What follows belongs to an exercise in optimizing a design on an open flow for small area; a production flow would make more cautious choices. Function was checked by simulation only, so behaviour that the tests miss may differ from the original.

`design/flow/run.sh`:
```
#!/bin/bash
# synth_recipe.tcl (not shown) runs the flow's synth.tcl, then flattens the netlist and writes it again
# the make line also repeats each setting of config.mk as NAME=value (left out here)
make -C /OpenROAD-flow-scripts/flow DESIGN_CONFIG=/design/flow/config.mk WORK_HOME=/design/flow/orfs CLKGATE_MAP_FILE= SYNTH_SCRIPT=/design/flow/synth_recipe.tcl finish
```
`design/flow/config.mk`:
```
export PLATFORM = sky130hd
export DESIGN_NAME = mul_div_unit
export DESIGN_NICKNAME = mul_div_unit
export VERILOG_FILES = /design/flow/design.v
export SDC_FILE = /design/flow/constraint.sdc
export NUM_CORES = 4
export LEC_CHECK = 0
export CAP_MARGIN = 20
export CORE_MARGIN = 2
export CORE_UTILIZATION = 40
export SLEW_MARGIN = 20
```
`design/flow/constraint.sdc`:
```
create_clock -name core_clock -period 10.0 [get_ports {clk}]
set_input_delay 2.0000 -clock core_clock [delete_from_list [all_inputs] [get_ports {clk}]]
set_output_delay 2.0000 -clock core_clock [all_outputs]
set_load 0.01 [all_outputs]
```
`design/flow/design.v`:
```
package mdu_pkg;
  localparam int DIV_ITERATIONS = 32;
  typedef enum logic [2:0] {
    OP_MUL    = 3'b000,
    OP_MULH   = 3'b001,
    OP_MULHSU = 3'b010,
    OP_MULHU  = 3'b011,
    OP_DIV    = 3'b100,
    OP_DIVU   = 3'b101,
    OP_REM    = 3'b110,
    OP_REMU   = 3'b111
  } funct3_e;
  typedef enum logic [1:0] {
    IDLE = 2'd0,
    MUL  = 2'd1,
    DIV  = 2'd2,
    FIX  = 2'd3
  } state_e;
endpackage
module mdu_divider (
  input  logic        clk,
  input  logic        rst,
  input  logic        start,
  input  logic        abort,
  input  logic [31:0] dividend,
  input  logic [31:0] divisor,
  output logic        busy,
  output logic        last,
  output logic        done,
  output logic [31:0] quotient,
  output logic [31:0] remainder
);
  logic [31:0] quot_q;
  logic [31:0] rem_q;
  logic [31:0] dvsr_q;
  logic [4:0]  count_q;
  logic        busy_q;
  logic        done_q;
  logic [32:0] partial;
  logic [32:0] diff;
  assign partial = {rem_q, quot_q[31]};
  assign diff    = partial - {1'b0, dvsr_q};
  assign busy      = busy_q;
  assign last      = busy_q & (count_q == 5'(mdu_pkg::DIV_ITERATIONS - 1));
  assign done      = done_q;
  assign quotient  = quot_q;
  assign remainder = rem_q;
  always_ff @(posedge clk or posedge rst) begin
    if (rst) begin
      quot_q  <= 32'd0;
      rem_q   <= 32'd0;
      dvsr_q  <= 32'd0;
      count_q <= 5'd0;
      busy_q  <= 1'b0;
      done_q  <= 1'b0;
    end else if (abort) begin
      count_q <= 5'd0;
      busy_q  <= 1'b0;
      done_q  <= 1'b0;
    end else begin
      done_q <= 1'b0;
      if (start && !busy_q) begin
        quot_q  <= dividend;
        rem_q   <= 32'd0;
        dvsr_q  <= divisor;
        count_q <= 5'd0;
        busy_q  <= 1'b1;
      end else if (busy_q) begin
        if (diff[32]) begin
          rem_q  <= partial[31:0];
          quot_q <= {quot_q[30:0], 1'b0};
        end else begin
          rem_q  <= diff[31:0];
          quot_q <= {quot_q[30:0], 1'b1};
        end
        count_q <= count_q + 5'd1;
        if (last) begin
          busy_q <= 1'b0;
          done_q <= 1'b1;
        end else begin
          busy_q <= 1'b1;
        end
      end else begin
        busy_q <= 1'b0;
      end
    end
  end
endmodule
module mul_div_unit (
  input  logic        clk,
  input  logic        rst,
  input  logic        start,
  input  logic [2:0]  funct3,
  input  logic [31:0] operand_a,
  input  logic [31:0] operand_b,
  input  logic [4:0]  rd_in,
  input  logic        flush,
  output logic        busy,
  output logic        done,
  output logic [31:0] result,
  output logic [4:0]  rd_out
);
  mdu_pkg::state_e      state;
  mdu_pkg::funct3_e     op_q;
  logic [31:0] a_q;
  logic [31:0] b_q;
  logic [4:0]  rd_q;
  logic        quo_neg_q;
  logic        rem_neg_q;
  logic        accept;
  logic        signed_div;
  logic        a_neg_in;
  logic        b_neg_in;
  logic [31:0] a_mag;
  logic [31:0] b_mag;
  logic        fast_in;
  logic        div_start;
  assign accept     = start & ~flush & (state == mdu_pkg::IDLE);
  assign signed_div = ~funct3[0];
  assign a_neg_in   = signed_div & operand_a[31];
  assign b_neg_in   = signed_div & operand_b[31];
  assign a_mag      = a_neg_in ? (32'd0 - operand_a) : operand_a;
  assign b_mag      = b_neg_in ? (32'd0 - operand_b) : operand_b;
  assign fast_in    = funct3[2] &
                      ((operand_b == 32'd0) |
                       (signed_div & (operand_a == 32'h8000_0000) &
                        (operand_b == 32'hFFFF_FFFF)));
  assign div_start  = accept & funct3[2] & ~fast_in;
  logic        a_sx;
  logic        b_sx;
  logic [63:0] a_wide;
  logic [63:0] b_wide;
  logic [63:0] product;
  logic [31:0] mul_res;
  assign a_sx    = ((op_q == mdu_pkg::OP_MULH) | (op_q == mdu_pkg::OP_MULHSU)) & a_q[31];
  assign b_sx    = (op_q == mdu_pkg::OP_MULH) & b_q[31];
  assign a_wide  = {{32{a_sx}}, a_q};
  assign b_wide  = {{32{b_sx}}, b_q};
  assign product = a_wide * b_wide;
  assign mul_res = (op_q == mdu_pkg::OP_MUL) ? product[31:0] : product[63:32];
  logic [31:0] fast_res;
  logic [31:0] fix_res;
  logic [31:0] div_quot;
  logic [31:0] div_rem;
  logic        div_busy;
  logic        div_last;
  logic        div_done;
  assign fast_res = (b_q == 32'd0) ? (op_q[1] ? a_q : 32'hFFFF_FFFF)
                                   : (op_q[1] ? 32'd0 : 32'h8000_0000);
  assign fix_res  = op_q[1] ? (rem_neg_q ? (32'd0 - div_rem)  : div_rem)
                            : (quo_neg_q ? (32'd0 - div_quot) : div_quot);
  mdu_divider u_divider (
    .clk       (clk),
    .rst       (rst),
    .start     (div_start),
    .abort     (flush),
    .dividend  (a_mag),
    .divisor   (b_mag),
    .busy      (div_busy),
    .last      (div_last),
    .done      (div_done),
    .quotient  (div_quot),
    .remainder (div_rem)
  );
  assign busy = (state != mdu_pkg::IDLE);
  always_ff @(posedge clk or posedge rst) begin
    if (rst) begin
      state     <= mdu_pkg::IDLE;
      op_q      <= mdu_pkg::OP_MUL;
      a_q       <= 32'd0;
      b_q       <= 32'd0;
      rd_q      <= 5'd0;
      quo_neg_q <= 1'b0;
      rem_neg_q <= 1'b0;
      done      <= 1'b0;
      result    <= 32'd0;
      rd_out    <= 5'd0;
    end else if (flush) begin
      state <= mdu_pkg::IDLE;
      done  <= 1'b0;
    end else begin
      done <= 1'b0;
      case (state)
        mdu_pkg::IDLE: begin
          if (accept) begin
            op_q      <= mdu_pkg::funct3_e'(funct3);
            a_q       <= operand_a;
            b_q       <= operand_b;
            rd_q      <= rd_in;
            quo_neg_q <= a_neg_in ^ b_neg_in;
            rem_neg_q <= a_neg_in;
            state     <= (funct3[2] && !fast_in) ? mdu_pkg::DIV : mdu_pkg::MUL;
          end else begin
            state <= mdu_pkg::IDLE;
          end
        end
        mdu_pkg::MUL: begin
          result <= op_q[2] ? fast_res : mul_res;
          rd_out <= rd_q;
          done   <= 1'b1;
          state  <= mdu_pkg::IDLE;
        end
        mdu_pkg::DIV: begin
          if (div_last) begin
            state <= mdu_pkg::FIX;
          end else if (!div_busy) begin
            state <= mdu_pkg::IDLE;   
          end else begin
            state <= mdu_pkg::DIV;
          end
        end
        mdu_pkg::FIX: begin
          if (div_done) begin
            result <= fix_res;
            rd_out <= rd_q;
            done   <= 1'b1;
          end else begin
            done <= 1'b0;
          end
          state <= mdu_pkg::IDLE;
        end
        default: state <= mdu_pkg::IDLE;
      endcase
    end
  end
endmodule
```
==> notes.md <==
## placed cells by master (no fill, tap or decap), drive strengths merged, types with 6 or more instances in the layout
cell,netlist,final
a31oi,31,31
inv,1238,1239
nand2,1013,1013
a21o,34,34
or4,13,13
o221ai,8,8
nand2b,21,21
o21ai,259,259
o211ai,20,20
dfrtp,217,217
clkinv,1,6
nor2,153,153
or2,16,16
and2,319,319
o21a,21,21
o21bai,13,13
clkdlybuf4s50,0,114
o22ai,16,16
ha,251,251
o41ai,18,18
a21oi,160,160
nand4,20,20
nor2b,10,10
and3,17,17
nand3,42,42
mux2i,38,38
nor3,34,34
a22oi,8,8
clkbuf,328,40
xor2,98,98
nor4,24,24
or3,20,20
o31ai,41,41
mux2,71,71
nand3b,8,8
xnor2,110,110
a211oi,19,19
buf,34,134
fa,1126,1126
## worst max-delay path, delay by kind of cell (launching register included)
kind / cells / cell delay [ps]
flip-flops: 1 / 440
adder cells (fa/ha/maj): 9 / 4940
XOR/XNOR: 1 / 180
AND/OR/NAND/NOR: 10 / 2470
AO/OA/AOI/OAI: 2 / 350
buffers and inverters: 6 / 930
## per-stage QoR
stage | util
floorplan | -
global placement | 0.424
detailed placement | 0.424
CTS | 0.432
global route | 0.432
finish | 0.432
## logic make-up (layout without fill, tap and decap cells)
logic type / after synthesis / count (layout)
compound gates: 707 / 707
flops: 217 / 217
simple gates: 1731 / 1731
fa+ha+maj: 1377 / 1377
buf+inv: 1601 / 1539
xor+xnor: 208 / 208
mux: 109 / 109
other cells: 0 / 2
## worst paths after layout
path	startpoint	endpoint	slack (ps)	cells past startpoint
hold / removal	rd_q[2]$_DFFE_PP0P_	rd_out[2]$_DFFE_PP0P_	450	2
max in group asynchronous	rst	b_q[10]$_DFFE_PP0P_	6460	3
hold reg to reg	rd_q[2]$_DFFE_PP0P_	rd_out[2]$_DFFE_PP0P_	450	2
min in group asynchronous	rst	u_divider.rem_q[15]$_DFFE_PP0P_	1950	2
setup / recovery	op_q[0]$_DFFE_PP0P_	result[27]$_DFFE_PP0P_	590	28
setup reg to reg	op_q[0]$_DFFE_PP0P_	result[27]$_DFFE_PP0P_	590	28
## cell type report
type / instances / area [um^2] / share of cell area
multi-input combinational: 4132 / 41100 / 0.727
sequential: 217 / 5440 / 0.0961
inverter: 1239 / 4660 / 0.0824
timing repair buffer: 248 / 2240 / 0.0396
tap: 1755 / 2200 / 0.0388
clock buffer: 40 / 766 / 0.0135
clock inverter: 12 / 159 / 0.00281
antenna: 2 / 5.00 / 0.0000885
## sequential cells by signal, summed over array words and instances (netlist names), 2 cells and up
signal             flops
rd_q                   5
rd_out                 5
u_divider.quot_q      32
state                  2
a_q                   32
result                32
u_divider.rem_q       32
b_q                   32
op_q                   3
u_divider.dvsr_q      32
u_divider.count_q      5
## repair_timing
item,CTS,global route
endpoints found under the setup margin,0,2
resized for setup,0,1
buffers inserted,0,2
## routing by layer
metal  GRT usage  wire length (um)  share of wire
met3      0.0313             11100          0.066
met2       0.416             79400           0.47
met5           0                 9       0.000053
met4       0.109              8940          0.053
met1       0.342             69200           0.41
==> qor.json <==
{
  "max_freq": {"value": 106, "unit": "MHz"},
  "worst_setup_hold_path_clk_slew": {"value": 70, "unit": "ps"},
  "routed-via-count": {"value": 40786},
  "setup.worst_path.start_class": {"value": "flop"},
  "slowest_delay": {"value": 860, "unit": "ps"},
  "highest_net_fanout_along_the_worst_path": {"value": 15},
  "die_w": {"value": 367, "unit": "um"},
  "io_buffer_count": {"value": 114},
  "synth_flop_cell": {"value": "dfrtp_1"},
  "die_area": {"value": 134000, "unit": "um^2"},
  "grt_usage": {"value": 0.255},
  "period_minus_ws_final": {"value": 9410, "unit": "ps"},
  "n_fill_cell": {"value": 12980},
  "synth.area.top_cells": {"value": "fa_1 (43%), dfrtp_1 (10%), inv_1 (8.8%)"},
  "synthDominantAreaCellType": {"value": "fa_1"},
  "report.final.hold_viol_count": {"value": 0},
  "distinct_cell_type_count_after_synthesis": {"value": 93},
  "arrival_time_at_the_worst_endpoint": {"value": 9920, "unit": "ps"},
  "rsz0062_at_grt": {"value": "false"},
  "design.portCount": {"value": 115},
  "drt_iter0_drc": {"value": 3024},
  "wl_per_cell": {"value": 22.1, "unit": "um"},
  "sequential_fraction_of_the_synthesis_area": {"value": 0.103},
  "postSynth.asyncResetShare": {"value": 1.00},
  "layout-drive-gt1-share": {"value": 0.0523},
  "nNetsFinal": {"value": 7319},
  "compound_gate_fraction_of_synth_area": {"value": 0.0838},
  "worst_pin_slew": {"value": 1170, "unit": "ps"},
  "post-place-cells": {"value": 7588},
  "yosysTopAreaCellShare": {"value": 0.429},
  "cts_num_sinks": {"value": 217},
  "critPathKind": {"value": "reg2reg"},
  "maxCapViolations": {"value": 0},
  "cp_slowest_cell": {"value": "fa_1"},
  "synthMostInstantiatedCell": {"value": "inv_1"},
  "post_synth_instance_area": {"value": 52600, "unit": "um^2"},
  "skew": {"value": 24.8, "unit": "ps"},
  "maxSlewViolCount": {"value": 0},
  "clk_root_buffer_cell": {"value": "clkbuf_16"},
  "gpl.final_weighted_congestion": {"value": 0.961},
  "postLayoutSetupSlackWorst": {"value": 589, "unit": "ps"},
  "clock_latency_reported_for_the_late_side_of_the_worst_skew_pair": {"value": 590, "unit": "ps"},
  "finalInstanceArea": {"value": 56600, "unit": "um^2"},
  "number_of_enable_type_register_cells_in_the_synthesized_netlist": {"value": 0},
  "drt_wl_total": {"value": 169000, "unit": "um"},
  "grt_first_pass_wirelength": {"value": 263000, "unit": "um"},
  "maximum_number_of_pins_on_one_net_before_global_route_repair": {"value": 105},
  "final_antenna_net_count": {"value": 0},
  "crit_path_capture_type": {"value": "flop"},
  "synthesis.instances": {"value": 5950},
  "timing.setup.tns": {"value": 0, "unit": "ps"},
  "hold_buffers": {"value": 0},
  "route.detailed.vias_per_inst": {"value": 5.33},
  "num_rows": {"value": 133},
  "hold_class": {"value": "reg2reg"},
  "post_layout_nonfiller_instances": {"value": 7645},
  "syn_area_per_cell": {"value": 8.84, "unit": "um^2"},
  "ys_ff_latch": {"value": 217},
  "hold_worst_slack": {"value": 454, "unit": "ps"},
  "synth_xor_area_frac": {"value": 0.0349},
  "dp_worst_setup_slack": {"value": 306, "unit": "ps"},
  "start_util": {"value": 0.402},
  "largest_family_of_logic_cells_by_synthesized_area": {"value": "adder cells"},
  "number_of_buffers_inserted_during_clock_tree_synthesis": {"value": 28},
  "syn-num-nets": {"value": 7403},
  "globalRouteOverflowTotal": {"value": 0},
  "tritoncts": {"value": "built"},
  "area.growth.synth_to_final": {"value": 7.58, "unit": "%"},
  "relSlewSlack": {"value": 0.218},
  "h-tree-depth": {"value": 1},
  "yosys.area_share.simple": {"value": 0.151},
  "drt_drc_violations_left": {"value": 0},
  "grt_antenna_before_repair": {"value": 10},
  "dpl-instance-area": {"value": 55600, "unit": "um^2"},
  "synthAdderAreaFrac": {"value": 0.488},
  "timing.final.crit_share": {"value": 0.941},
  "floorplan.die.height": {"value": 367, "unit": "um"},
  "clk_path_buf_depth": {"value": 3},
  "outcome": {"value": "timing/DRC/antenna clean"},
  "drt-pass1-iter-count": {"value": 6},
  "first_global_vias": {"value": 42500},
  "synth.cells.most_frequent": {"value": "inv_1 (1238), fa_1 (1126), nand2_1 (1013)"},
  "multiplexer_share_of_the_synthesized_area": {"value": 0.0225},
  "yosys_warnings": {"value": 2},
  "worst_path_most_repeated_cell": {"value": "fa_1"},
  "post-dp-hpwl": {"value": 136000, "unit": "um"},
  "timing.critical_path.required": {"value": 10510, "unit": "ps"},
  "setup_viol": {"value": 0},
  "core_area": {"value": 131000, "unit": "um^2"}
}

==> what the ideal ports hide <==
Ports are ideal in the flow. The routed layout listed here was re-timed in OpenROAD. Step 1 (the two cells are an assumption about what drives the block):
set clk [get_ports {clk}]
set_driving_cell -lib_cell sky130_fd_sc_hd__clkbuf_16 $clk
set_driving_cell -lib_cell sky130_fd_sc_hd__buf_2 [delete_from_list [all_inputs] $clk]
Step 2, shift: input delay + t, output delay - t, t = (earliest + latest rising clock arrival at the registers) / 2. This alone moves slack from input paths to output paths. Three values: ideal, step 1, step 2; two values: the first two.
t, ns: 0.630
slack for setup (ns): 0.589 / 0.589 / 0.589
worst setup path after step 2: register to register
worst register clock-pin slew, ns: 0.07 / 0.07
cell pins on the clock port's net: 1
After both steps this run still meets setup and hold. The setup slack of this run moves by 0.000 ns with the drivers and by 0.000 ns with both steps.
